Background: an optimization exercise with open tools, aiming at small area and a short achievable clock period. Do not read the settings as production practice.
The RTL was checked by simulation tests, not by an equivalence proof against the original design.
Power figures rest on the tool's default switching activity, not on a simulated workload.

## flow/design.v (module list and top-level ports; edited modules follow where they fit)
// module csa_fa: 10 lines
// module csa_ha: 9 lines
// module csa_fx: 12 lines
// module csa_x2: 7 lines
// module csa_hn: 9 lines
// module csa_xn: 7 lines
// module csa_bpp: 12 lines
// module csa_bsel: 9 lines
// module filter_tap_loader: 39 lines
// module horizontal_filter: 618 lines
// module row_result_store: 38 lines
// module vertical_filter: 390 lines
// module conv_top: 60 lines
module conv_top (
	input  logic    clk,
	input  logic    rst_n,
	input  logic    filter_valid,
	input  logic    image_valid,
	input  conv_pkg::sample_t in_data,
	output logic    out_valid,
	output conv_pkg::result_t out_data
);
  // ...
==> flow/run.sh <==
#!/bin/bash
# synth_recipe.tcl (not shown) runs the flow's synth.tcl, then flattens the netlist and writes it again
# the make line also repeats each setting of config.mk as NAME=value (left out here)
make -C /OpenROAD-flow-scripts/flow DESIGN_CONFIG=/design/flow/config.mk WORK_HOME=/design/flow/orfs CLKGATE_MAP_FILE= SYNTH_SCRIPT=/design/flow/synth_recipe.tcl finish
==> flow/config.mk <==
export PLATFORM = sky130hd
export DESIGN_NAME = conv_top
export DESIGN_NICKNAME = conv_top
export VERILOG_FILES = /design/flow/design.v
export SDC_FILE = /design/flow/constraint.sdc
export NUM_CORES = 4
export LEC_CHECK = 0
export ABC_CLOCK_PERIOD_IN_PS = 2050
export CAP_MARGIN = 20
export CORE_MARGIN = 2
export CORE_UTILIZATION = 40
export CTS_BUF_LIST = sky130_fd_sc_hd__clkbuf_16
export CTS_CLUSTER_DIAMETER = 150
export CTS_CLUSTER_SIZE = 25
export SETUP_SLACK_MARGIN = 2.45
export SLEW_MARGIN = 20
export SYNTH_HIERARCHICAL = 1
==> flow/constraint.sdc <==
create_clock -name core_clock -period 4.5 [get_ports {clk}]
set_input_delay 0.9000 -clock core_clock [delete_from_list [all_inputs] [get_ports {clk}]]
set_output_delay 0.9000 -clock core_clock [all_outputs]
set_load 0.01 [all_outputs]
==> key figures, run 1 <==
Setup path
  – Setup crit end: u_horizontal_filter.rt_s1[5]
  – Crit. End Element: flip-flop
  – Reg-to-Reg End: u_horizontal_filter.rt_s1[5]
  – Arrival @ worst endpoint: 2.45 ns
  – Crit-path leading delay family: adder cells
  – WP depth: 5
  – Startpoint of the worst setup timing path: u_filter_tap_loader.sr[7]
  – Critical path's slowest cell: edfxtp_1

Pwr
  – Comb. pwr: 6520 uW
  – Seq. pwr: roughly 5600 uW
  – Int Pwr: ~8800 uW
  – P_clk: about 1900 uW

Placed design
  – Placed insts: approximately 1.6k
  – RD Place Congestion: 0.7962

Synthesis
  – Syn Area/Cell: between 10 and 15 um2

STA
  – Setup violators final: 0
  – Hold Fails Final Rpt: 0
  – Final period util: 0.4478

Clocking
  – Post-CTS Setup Bufs: 24
  – Clock tree buffer depth: 3
  – Post-CTS Resized: 38

Global routing
  – First-pass GRT wire length: approximately 47 mm
  – GRT met3 Usage: 0.01941
  – Met2 Track Usage GR: 0.2433

Floorplanning
  – Die width: 207.1 um
  – Core box area: just over 40000 um2

Layout
  – Top flop regs: u_row_result_store.dl x128, u_horizontal_filter.rt_s0 x39, u_filter_tap_loader.sr x30
  – Comb_multi_in: 670
  – Post-Layout Cell Count: 1716
  – Clkbuf count: 19

Hold path
  – Cells on Worst Hold Path: 0

Drt
  – Met3 WL post-DR: roughly 960 um
  – Routed Antenna Nets: 0

Run status
  – Status: timing/DRC/antenna clean
==> run 2, diff against run 1 <==
--- a/flow/config.mk
+++ b/flow/config.mk
@@ -7,3 +7,3 @@
 export LEC_CHECK = 0
-export ABC_CLOCK_PERIOD_IN_PS = 2050
+export ABC_CLOCK_PERIOD_IN_PS = 1950
 export CAP_MARGIN = 20
@@ -14,3 +14,3 @@
 export CTS_CLUSTER_SIZE = 25
-export SETUP_SLACK_MARGIN = 2.45
+export SETUP_SLACK_MARGIN = 2.55
 export SLEW_MARGIN = 20
==> run 2 against run 1 <==
Compared with the run above: cell area grew 3.3%; routed wire length increased by 4.3%; synthesized cell count unchanged; critical path type unchanged; largest power group unchanged.
==> key figures, run 2 <==
Drt
  – Via count: 8558
  – Vias per cell: 4.896
  – 1st-pass router iterations: 5
  – Routed WL per cell: approximately 18 um
  – Remaining DRCs: 0
  – WL met2: ~16 mm
  – 1st-iter DRT viols: 401
  – Routed Antenna Nets: 0 (unchanged)
  – Top Layer Used: met4
  – Met3 WL post-DR: 989 um (+3.1%)
  – Final WL: slightly above 30 mm
  – Met1 WL: between 10 and 15 mm

Setup path
  – Worst path max stage delay: ~0.53 ns
  – WP depth: 5 (unchanged)
  – Required @ worst endpoint: roughly 5 ns
  – WP buf/inv: 0
  – Arrival @ worst endpoint: 2.41 ns (-0.04 ns)
  – Crit. End Element: flip-flop
  – Worst r2r src: u_row_result_store.dl[1]
  – Crit-path leading delay family: adder cells
  – Worst Path Max Fanout: 5
  – Cells along the critical path: nand2_1 > fa_1 > fa_2 > xor2_2 > a22o_1
  – Worst Reg-to-Reg Cells: 5
  – CP Class: flip-flop to flip-flop
  – Startpoint of the worst setup timing path: u_row_result_store.dl[1]
  – Reg-to-reg setup timing slack: between 2 and 3 ns
  – Critical path's slowest cell: edfxtp_1
  – Crit start category: flip-flop

Clocking
  – CTS root buf: clkbuf_16
  – H-tree depth: 1
  – Reg clk slew, reported paths: about 0.10 ns
  – TritonCTS sink count: roughly 380
  – Clock Latency Late Sink: ~0.54 ns
  – Clock tree buffer depth: 3 (unchanged)
  – Number of CTS-inserted buffers: 19
  – CTS tree: yes

Synthesis
  – Synth warnings: 13
  – Post-Syn Area: ~17000 um2
  – Syn Area/Cell: 14.59 um2 (unchanged)
  – Cells after synthesis: 1131
  – Syn nets: between 1k and 1.5k

Run
  – Max-Cap Viols: 0

Pwr
  – PwrDens: 766.8 nW/um2
  – Worst vdd ir: 0.0004248 V
  – Power Total: approximately 14000 uW
  – Pleak: roughly 0.007 uW

Global routing
  – Largest net degree at the start of global routing: 73
  – Vias in the first global route: slightly above 9k
  – Total gr overflow: 0
  – Initial antenna violation count: 0
  – First-pass GRT wire length: 49.49 mm (+4.4%)
  – Total GRT Usage: 0.1442

Floorplanning
  – Cell Rows: 74
  – Die width: 207.1 um (unchanged)
  – Die ar.: ~43000 um2
  – Core box area: 40740 um2 (unchanged)
  – Die H: approximately 210 um
  – I/O Pins: 25
  – Initial Util: 0.4051

Layout
  – Layout cells sized above 1: 0.2311
  – Design Area, Final: between 15000 and 20000 um2
  – Commonest non-fill, non-tap cell in the layout: edfxtp_1
  – Nets: 1365
  – Reg with most FFs: u_row_result_store.dl
  – Fill cell count: 3580
  – Util after Layout: 0.4635
  – Most frequent cells in the layout: edfxtp_1, dfxtp_1, xnor2_1
  – Layout area overhead: 14.41%
  – Top flop regs: u_row_result_store.dl x128, u_horizontal_filter.rt_s0 x39, u_filter_tap_loader.sr x30
  – N_diodes: 0
  – Max FFs per register: ~130

STA
  – Max_slew headroom: 0.3613
  – Clk_skew: approximately 0.028 ns
  – Tmin final: 1.972 ns
  – Setup ws final: around 2.5 ns
  – Setup violators final: 0 (unchanged)
  – Final period util: 0.4382 (-0.009573)
  – Fmax: 507.1 MHz
  – Hold Fails Final Rpt: 0 (unchanged)
  – Setup TNS: 0 ns
  – Fin. max-slew vios: 0
  – RSZ-0062 raised after global routing: yes
  – Worst-margin pin slew: about 0.96 ns

Placed design
  – RD Place Congestion: 0.8144 (+2.3%)
  – Pre-CTS setup slack: ~2.2 ns
  – Port Buffers: 24
  – Hpwl dp: 20.84 mm
  – DP Area: between 15000 and 20000 um2

Run status
  – Status: timing/DRC/antenna clean

Hold path
  – Worst min path class: flip-flop to flip-flop
  – Cells on Worst Hold Path: 0 (unchanged)
  – Hold path start: u_horizontal_filter.rt_s1[28]
run 2: timing repair:
item | 4_1_cts | 5_1_grt
setup endpoints to repair | 81 | 72
buffers inserted | 56 | 34
pin swaps | 20 | 42
cloned | 0 | 1
resized for setup | 125 | 84
hold buffers | 0 | 0
run 2: layout make-up:
type | instances | area [um2] | area share
sequential | 378 | 9419 | 0.4988
multi-input combinational | 670 | 7144 | 0.3783
timing repair buffer | 117 | 993.5 | 0.05261
tap | 532 | 665.6 | 0.03525
clock buffer | 19 | 475.5 | 0.02518
inverter | 19 | 105.1 | 0.005566
clock inverter | 13 | 80.08 | 0.004241
run 2: stage by stage:
stage / hold WS [ns] / cells
finish: 0.3341 / 1748
floorplan: 0.3096 / 1131
global placement: 0.3155 / 1625
CTS: 0.3347 / 1713
detailed placement: 0.3121 / 1625
global route: 0.3416 / 1748
run 2: final timing paths:
check | endpoint
max | u_vertical_filter.ct_s1[11]
min | u_horizontal_filter.rt_s2[27]
max reg2reg | u_vertical_filter.ct_s1[11]
min reg2reg | u_horizontal_filter.rt_s2[27]
max in group asynchronous | u_row_result_store.pix_pos[1]
min in group asynchronous | u_row_result_store.pix_pos[4]
run 2: where the power goes:
| group | switching (uW) | internal [uW] | leakage [uW] |
|---|---|---|---|
| sequential | 813 | 4780 | 0.00348 |
| clock | 1060 | 791 | 0.000309 |
| combinational | 3460 | 3570 | 0.00319 |
run 2: per-layer routing:
metal  up-vias  track usage
met4         0      0.03966
li1       4003            -
met2       160       0.2528
met5         -            0
met1      4353       0.1861
met3        42      0.02183
==> run 3, diff against run 2 <==
--- a/flow/config.mk
+++ b/flow/config.mk
@@ -7,3 +7,3 @@
 export LEC_CHECK = 0
-export ABC_CLOCK_PERIOD_IN_PS = 1950
+export ABC_CLOCK_PERIOD_IN_PS = 2150
 export CAP_MARGIN = 20
@@ -14,3 +14,3 @@
 export CTS_CLUSTER_SIZE = 25
-export SETUP_SLACK_MARGIN = 2.55
+export SETUP_SLACK_MARGIN = 2.5
 export SLEW_MARGIN = 20
==> run 3 against run 2 <==
Compared with the run above: hold slack worse by 0.0042 ns; register-to-register slack worse by 0.02 ns; via count grew 0.54%; count of clock-buffer cells in the layout unchanged; die area did not move; sequential cell count stayed put; core utilization shrank 0.59 points; combinational power fell by 3.4%; synthesized area stayed put; maximum frequency decreased by 1.2%; power fell by 1.6%; largest cell class unchanged; largest power group unchanged.
==> key figures, run 3 <==
Global routing
  – Largest net degree at the start of global routing: 71 (-2.7%)
  – Initial antenna violation count: 0 (unchanged)
  – Total GRT Usage: 0.1396 (-0.004634)
  – First-pass GRT wire length: 47.80 mm (-3.4%)
  – Total gr overflow: 0 (unchanged)
  – Vias in the first global route: 8786 (-3.2%)

Clocking
  – Hold buffer count at CTS: 0 (unchanged)
  – Clock tree buffer depth: 3 (unchanged)
  – Number of CTS-inserted buffers: 19 (unchanged)
  – TritonCTS sink count: 378 (unchanged)
  – Clock Latency Late Sink: 0.54 ns (about the same)
  – CTS tree: yes
  – CTS root buf: clkbuf_16
  – H-tree depth: 1 (unchanged)
  – Reg clk slew, reported paths: 0.10 ns (about the same)

Setup path
  – Arrival @ worst endpoint: 2.43 ns (+0.02 ns)
  – Startpoint of the worst setup timing path: u_row_result_store.dl[92]
  – CP Class: flip-flop to flip-flop
  – Required @ worst endpoint: 4.93 ns (about the same)
  – Crit start category: flip-flop
  – Worst r2r src: u_row_result_store.dl[92]
  – Crit. End Element: flip-flop
  – Worst Path Max Fanout: 5 (unchanged)

Layout
  – Reg with most FFs: u_row_result_store.dl
  – Most frequent cells in the layout: edfxtp_1, dfxtp_1, xnor2_1
  – Fill cell count: 3644 (+1.8%)
  – N_diodes: 0 (unchanged)
  – Layout area overhead: 12.96%
  – Commonest non-fill, non-tap cell in the layout: edfxtp_1
  – Multi-input logic area: 6923 um2 (-3.1%)
  – Top flop regs: u_row_result_store.dl x128, u_horizontal_filter.rt_s0 x39, u_filter_tap_loader.sr x30
  – Nets: 1366 (+0.073%)
  – Layout cells sized above 1: 0.1974 (-0.03372)
  – Max FFs per register: 128 (unchanged)
  – Register area: 9423 um2 (about the same)

Synthesis
  – Synth warnings: 13 (unchanged)
  – Post-Syn Area: 16500 um2 (unchanged)
  – Syn nets: 1291 (unchanged)
  – Cells after synthesis: 1131 (unchanged)
  – Syn Area/Cell: 14.59 um2 (unchanged)

Pwr
  – Int Pwr: 8999 uW (-1.6%)
  – Combinational share of power: 0.477 (-0.009)
  – Sw Pwr: 5254 uW (-1.5%)
  – PwrDens: 764.5 nW/um2 (-0.30%)
  – Pleak: 0.006931 uW (-0.61%)
  – Sw Ratio: 0.3686 (about the same)
  – Worst vdd ir: 0.0003552 V (-16%)
  – Clk pwr share: 0.130 (+0.002)
  – Reg power frac: 0.393 (+0.007)

STA
  – Setup violators final: 0 (unchanged)
  – Hold Fails Final Rpt: 0 (unchanged)
  – Fmax: 500.9 MHz (-1.2%)
  – Tmin final: 1.996 ns (+0.02418 ns)
  – Setup TNS: 0 ns (unchanged)
  – Final period util: 0.4436 (+0.005373)
  – RSZ-0062 raised after global routing: yes
  – Worst-margin pin slew: 1.015 ns (+0.05697 ns)
  – Hold WS: 0.3299 ns (-0.004231 ns)
  – Clk_skew: 0.02551 ns (-0.002194 ns)
  – Max_slew headroom: 0.3233 (-0.03798)
  – Fin. max-slew vios: 0 (unchanged)

Drt
  – Vias per cell: 4.922 (+0.54%)
  – Final WL: 30.54 mm (-0.83%)
  – Via count: 8604 (+0.54%)
  – 1st-pass router iterations: 6 (+1)
  – Remaining DRCs: 0 (unchanged)
  – Routed WL per cell: 17.47 um (-0.83%)
  – Routed Antenna Nets: 0 (unchanged)
  – 1st-iter DRT viols: 491 (+22%)

Floorplanning
  – Initial Util: 0.4051 (unchanged)
  – Die H: 207.1 um (unchanged)
  – I/O Pins: 25 (unchanged)
  – Cell Rows: 74 (unchanged)
  – Die width: 207.1 um (unchanged)
  – Die ar.: 42900 um2 (unchanged)
  – Core box area: 40740 um2 (unchanged)

Run status
  – Status: timing/DRC/antenna clean

Placed design
  – RD Place Congestion: 0.7962 (-2.2%)
  – Hpwl dp: 20.62 mm (-1.0%)
  – Port Buffers: 24 (unchanged)

Run
  – Max-Cap Viols: 0 (unchanged)

Hold path
  – Hold path start: u_horizontal_filter.rt_s1[28]
  – Worst min path class: flip-flop to flip-flop
-- run 3: repair_timing --
item                                   4_1_cts  5_1_grt
gates resized for setup                     89       67
setup endpoints to repair                   74       82
setup buffers                               41       51
pin swaps                                    5       29
endpoints found under the hold margin        0        0
-- run 3: through the flow --
| step | util | instances | worst slack, ns | total power, uW | cell area, um2 |
|---|---|---|---|---|---|
| final | 0.4576 | 1748 | 2.504 | 14250 | 18640 |
| after global placement | 0.4196 | 1625 | 2.169 | 12180 | 17090 |
| after floorplan | - | 1131 | 2.501 | 10530 | 16510 |
| after global routing | 0.4576 | 1748 | 2.454 | 15510 | 18640 |
| after CTS | 0.4444 | 1697 | 2.474 | 14190 | 18110 |
| after detailed placement | 0.4196 | 1625 | 2.144 | 12260 | 17090 |
-- run 3: path summary, 6_finish.rpt --
path,to,slack (ns),depth (start not counted)
setup reg to reg,u_vertical_filter.ct_s0[22],2.50,5
setup / recovery,u_vertical_filter.ct_s0[22],2.50,5
hold reg to reg,u_horizontal_filter.rt_s2[27],0.33,0
max in group asynchronous,u_row_result_store.pix_pos[5],3.47,1
min in group asynchronous,u_row_result_store.pix_pos[1],0.68,1
hold / removal,u_horizontal_filter.rt_s2[27],0.33,0
-- run 3: final cells by class --
| class | instances | share of cell area |
|---|---|---|
| Clock inverter | 12 | 0.004094 |
| Timing Repair Buffer | 118 | 0.05235 |
| Tap cell | 532 | 0.03570 |
| Inverter | 19 | 0.005637 |
| Sequential cell | 378 | 0.5054 |
| Multi-Input combinational cell | 670 | 0.3713 |
| Clock buffer | 19 | 0.02550 |
-- run 3: power by group through the flow --
stage	clock network, uW	logic [uW]	registers [uW]
2_1_floorplan	0	5190	5330
3_3_place_gp	0	6500	5680
3_5_place_dp	0	6570	5700
4_1_cts	1920	6640	5630
5_1_grt	2040	7730	5740
6_report	1850	6800	5600
-- run 3: critical path, stage by stage, from the launching register on --
cell,delay (ns)
edfxtp_1,0.48
and2_1,0.22
fa_2,0.40
fa_2,0.41
xor2_2,0.20
a22o_1,0.20
-- run 3: layer usage --
layer	GRT usage	routed length, um
met1	0.1805	13370
met3	0.01895	794
met5	0	0
met4	0.03990	856
met2	0.2452	15530
==> run 4, diff against run 3 <==
--- a/flow/config.mk
+++ b/flow/config.mk
@@ -7,3 +7,3 @@
 export LEC_CHECK = 0
-export ABC_CLOCK_PERIOD_IN_PS = 2150
+export ABC_CLOCK_PERIOD_IN_PS = 2100
 export CAP_MARGIN = 20
@@ -14,3 +14,3 @@
 export CTS_CLUSTER_SIZE = 25
-export SETUP_SLACK_MARGIN = 2.5
+export SETUP_SLACK_MARGIN = 2.4
 export SLEW_MARGIN = 20
==> run 4 against run 3 <==
Compared with the run above: largest cell class unchanged; register-to-register slack got worse by 0.06 ns; hold slack improved by 0.0072 ns; non-clock buffer count down 58; combinational power down 4.9%.
==> key figures, run 4 <==
Run status
  – Status: timing/DRC/antenna clean

Floorplanning
  – Core box area: 40740 um2 (unchanged)
  – Die width: 207.1 um (unchanged)
  – Die ar.: 42900 um2 (unchanged)
  – Cell Rows: 74 (unchanged)
  – I/O Pins: 25 (unchanged)
  – Initial Util: 0.4051 (unchanged)
  – Die H: 207.1 um (unchanged)

Setup path
  – Required @ worst endpoint: 4.96 ns (+0.03 ns)
  – Arrival @ worst endpoint: 2.51 ns (+0.08 ns)
  – Worst Path Max Fanout: 7 (+2)
  – Crit start category: flip-flop
  – Top cell by count, worst path: xor2_1
  – Reg-to-reg setup timing slack: 2.45 ns (-0.06 ns)
  – Cells along the critical path: clkinvlp_4 > buf_4 > xnor2_1 > fa_1 > xor2_1 > xor2_1
  – Worst Reg-to-Reg Cells: 6 (+1)
  – Crit. End Element: flip-flop
  – Worst r2r src: u_filter_tap_loader.sr[7]
  – CP Class: flip-flop to flip-flop
  – Startpoint of the worst setup timing path: u_filter_tap_loader.sr[7]
  – Worst path max stage delay: 0.47 ns (about the same)
  – Critical path's slowest cell: edfxtp_1
  – Reg-to-Reg End: u_horizontal_filter.rt_s1[10]

Clocking
  – Clock Latency Late Sink: 0.53 ns (about the same)
  – Number of CTS-inserted buffers: 19 (unchanged)
  – CTS tree: yes
  – Clock tree buffer depth: 3 (unchanged)
  – Reg clk slew, reported paths: 0.10 ns (about the same)
  – H-tree depth: 1 (unchanged)
  – Hold buffer count at CTS: 0 (unchanged)
  – TritonCTS sink count: 378 (unchanged)
  – CTS root buf: clkbuf_16

Drt
  – Final WL: 29.74 mm (-2.6%)
  – Vias per cell: 4.941 (+0.39%)
  – 1st-pass router iterations: 5 (-1)
  – 1st-iter DRT viols: 546 (+11%)
  – Remaining DRCs: 0 (unchanged)
  – Via count: 8351 (-2.9%)
  – Routed WL per cell: 17.60 um (+0.71%)
  – Routed Antenna Nets: 0 (unchanged)

Placed design
  – Hpwl dp: 20.74 mm (+0.60%)
  – Port Buffers: 24 (unchanged)
  – RD Place Congestion: 0.7890 (-0.90%)

Global routing
  – Vias in the first global route: 8778 (-0.091%)
  – Largest net degree at the start of global routing: 69 (-2.8%)
  – Total gr overflow: 0 (unchanged)
  – Initial antenna violation count: 0 (unchanged)
  – First-pass GRT wire length: 48.27 mm (+0.98%)
  – Total GRT Usage: 0.1403 (+0.0006540)

STA
  – Setup violators final: 0 (unchanged)
  – RSZ-0062 raised after global routing: no
  – Max_slew headroom: 0.4429 (+0.1196)
  – Setup TNS: 0 ns (unchanged)
  – Hold Fails Final Rpt: 0 (unchanged)
  – Tmin final: 2.052 ns (+0.05611 ns)
  – Fin. max-slew vios: 0 (unchanged)
  – Fmax: 487.2 MHz (-2.7%)
  – Hold WS: 0.3371 ns (+0.007194 ns)
  – Clk_skew: 0.02219 ns (-0.003322 ns)
  – Final period util: 0.4561 (+0.01247)
  – Worst-margin pin slew: 0.8357 ns (-0.1794 ns)

Layout
  – Top flop regs: u_row_result_store.dl x128, u_horizontal_filter.rt_s0 x39, u_filter_tap_loader.sr x30
  – Nets: 1308 (-4.2%)
  – Commonest non-fill, non-tap cell in the layout: dfxtp_1
  – Layout area overhead: 9.158%
  – Reg with most FFs: u_row_result_store.dl
  – Max FFs per register: 128 (unchanged)
  – Most frequent cells in the layout: dfxtp_1, edfxtp_1, xnor2_1
  – Layout cells sized above 1: 0.09154 (-0.1058)
  – Util after Layout: 0.4422 (-0.01542)
  – N_diodes: 0 (unchanged)

Hold path
  – Cells on Worst Hold Path: 0 (unchanged)
  – Hold Path Sink: u_horizontal_filter.rt_s2[27]
  – Worst min path class: flip-flop to flip-flop
  – Hold path start: u_horizontal_filter.rt_s1[28]

Pwr
  – Pleak: 0.006643 uW (-4.1%)
  – Worst vdd ir: 0.0003152 V (-11%)
  – PwrDens: 773.0 nW/um2 (+1.1%)

Run
  – Max-Cap Viols: 0 (unchanged)

Synthesis
  – Synth warnings: 13 (unchanged)
  – Cells after synthesis: 1131 (unchanged)
  – Syn nets: 1291 (unchanged)
  – Post-Syn Area: 16500 um2 (unchanged)
  – Syn Area/Cell: 14.59 um2 (unchanged)
-- run 4: changes by cell type in the layout (fill, tap and decap cells not counted), moves of 5 or more --
cell / delta
dlygate4sd2_1: +16
buf_4: -50
xor2_2: -9
xor2_1: +9
and2_4: -7
and2_1: +7
buf_2: -17
dfxtp_1: +7
fa_1: +21
ha_1: +5
nand2_1: +6
fa_2: -21
nand2_2: -6
dfxtp_2: -7
-- run 4: report_power, final --
| group | internal, uW | switching, uW | total [uW] |
|---|---|---|---|
| logic | 3210 | 3260 | 6470 |
| registers | 4780 | 824 | 5600 |
| clock network | 790 | 1060 | 1850 |
| total | 8780 | 5140 | 13900 |
-- run 4: critical path, delay by kind of cell, from the launching register on --
family | cells | cell delay, ns
xor+xnor | 3 | 0.63
buf+inv | 2 | 0.46
flops | 1 | 0.47
fa+ha+maj | 1 | 0.42
-- run 4: timing repair --
item                                    CTS  global route
resized for setup                        24            22
setup buffers                            11            23
endpoints found under the hold margin     0             0
pin swaps                                 0             3
endpoints found under the setup margin   50            53
-- run 4: cell type report --
class                   instances  area (um2)
multi-input cells             670        6714
well taps                     532       665.6
flip-flops and latches        378        9414
clock buffers                  19       475.5
repair buffers                 60       565.5
fillers                      3653       22720
clock inverters                12       76.32
inverters                      19       105.1
-- run 4: routing by layer --
metal | routed length, um | GRT usage | vias to the layer above
met5 | 0 | 0 | -
li1 | - | - | 3900
met1 | 13230 | 0.1844 | 4249
met4 | 624 | 0.03621 | 0
met2 | 14830 | 0.2437 | 162
met3 | 1055 | 0.02032 | 40
-- run 4: worst max-delay path by stage --
stage / endpoint / slack [ns]
floorplan: u_vertical_filter.ct_s0[26] / 2.45
global placement: u_row_result_store.dl[124] / 2.19
detailed placement: u_row_result_store.dl[93] / 2.16
CTS: out_valid / 2.36
global route: u_vertical_filter.ct_s0[22] / 2.39
finish: u_horizontal_filter.rt_s1[10] / 2.45
-- run 4: through the flow --
| step | total power [uW] | worst slack (ns) | cells | area [um2] |
|---|---|---|---|---|
| final | 13930 | 2.448 | 1690 | 18020 |
| after floorplan | 10530 | 2.450 | 1131 | 16510 |
| after CTS | 14140 | 2.363 | 1667 | 17740 |
| after global placement | 12170 | 2.193 | 1625 | 17090 |
| after detailed placement | 12280 | 2.158 | 1625 | 17090 |
| after global routing | 15170 | 2.393 | 1690 | 18020 |

## port drivers added, routing unchanged
No port has a modelled driver above. Below, the same layouts with a new extraction and two added sets of constraints. Step 1 (the two cells are an assumption about what drives the block):
set clk [get_ports {clk}]
set_driving_cell -lib_cell sky130_fd_sc_hd__clkbuf_16 $clk
set_driving_cell -lib_cell sky130_fd_sc_hd__buf_2 [delete_from_list [all_inputs] $clk]
Step 2 adds t to the input delays and takes it off the output delays; t is the mean of the earliest and latest rising clock arrival at the registers after step 1. Input paths then give back, and output paths get back, about the clock's delay inside the block. a / b / c = ideal / step 1 / step 2; a / b = the first two.
run	shift t [ns]	setup slack, ns	worst hold slack (ns)
run 1	0.577	2.485 / 2.443 / 2.161	0.329 / 0.329 / 0.329
run 2	0.573	2.528 / 2.503 / 2.167	0.334 / 0.334 / 0.334
run 3	0.579	2.504 / 2.478 / 2.154	0.330 / 0.330 / 0.330
run 4	0.575	2.448 / 2.420 / 2.169	0.337 / 0.337 / 0.337
After both steps every run listed still meets setup and hold. For run 2, which loses most, drivers alone change the setup slack by -0.025 ns; drivers and shift together by -0.361 ns.
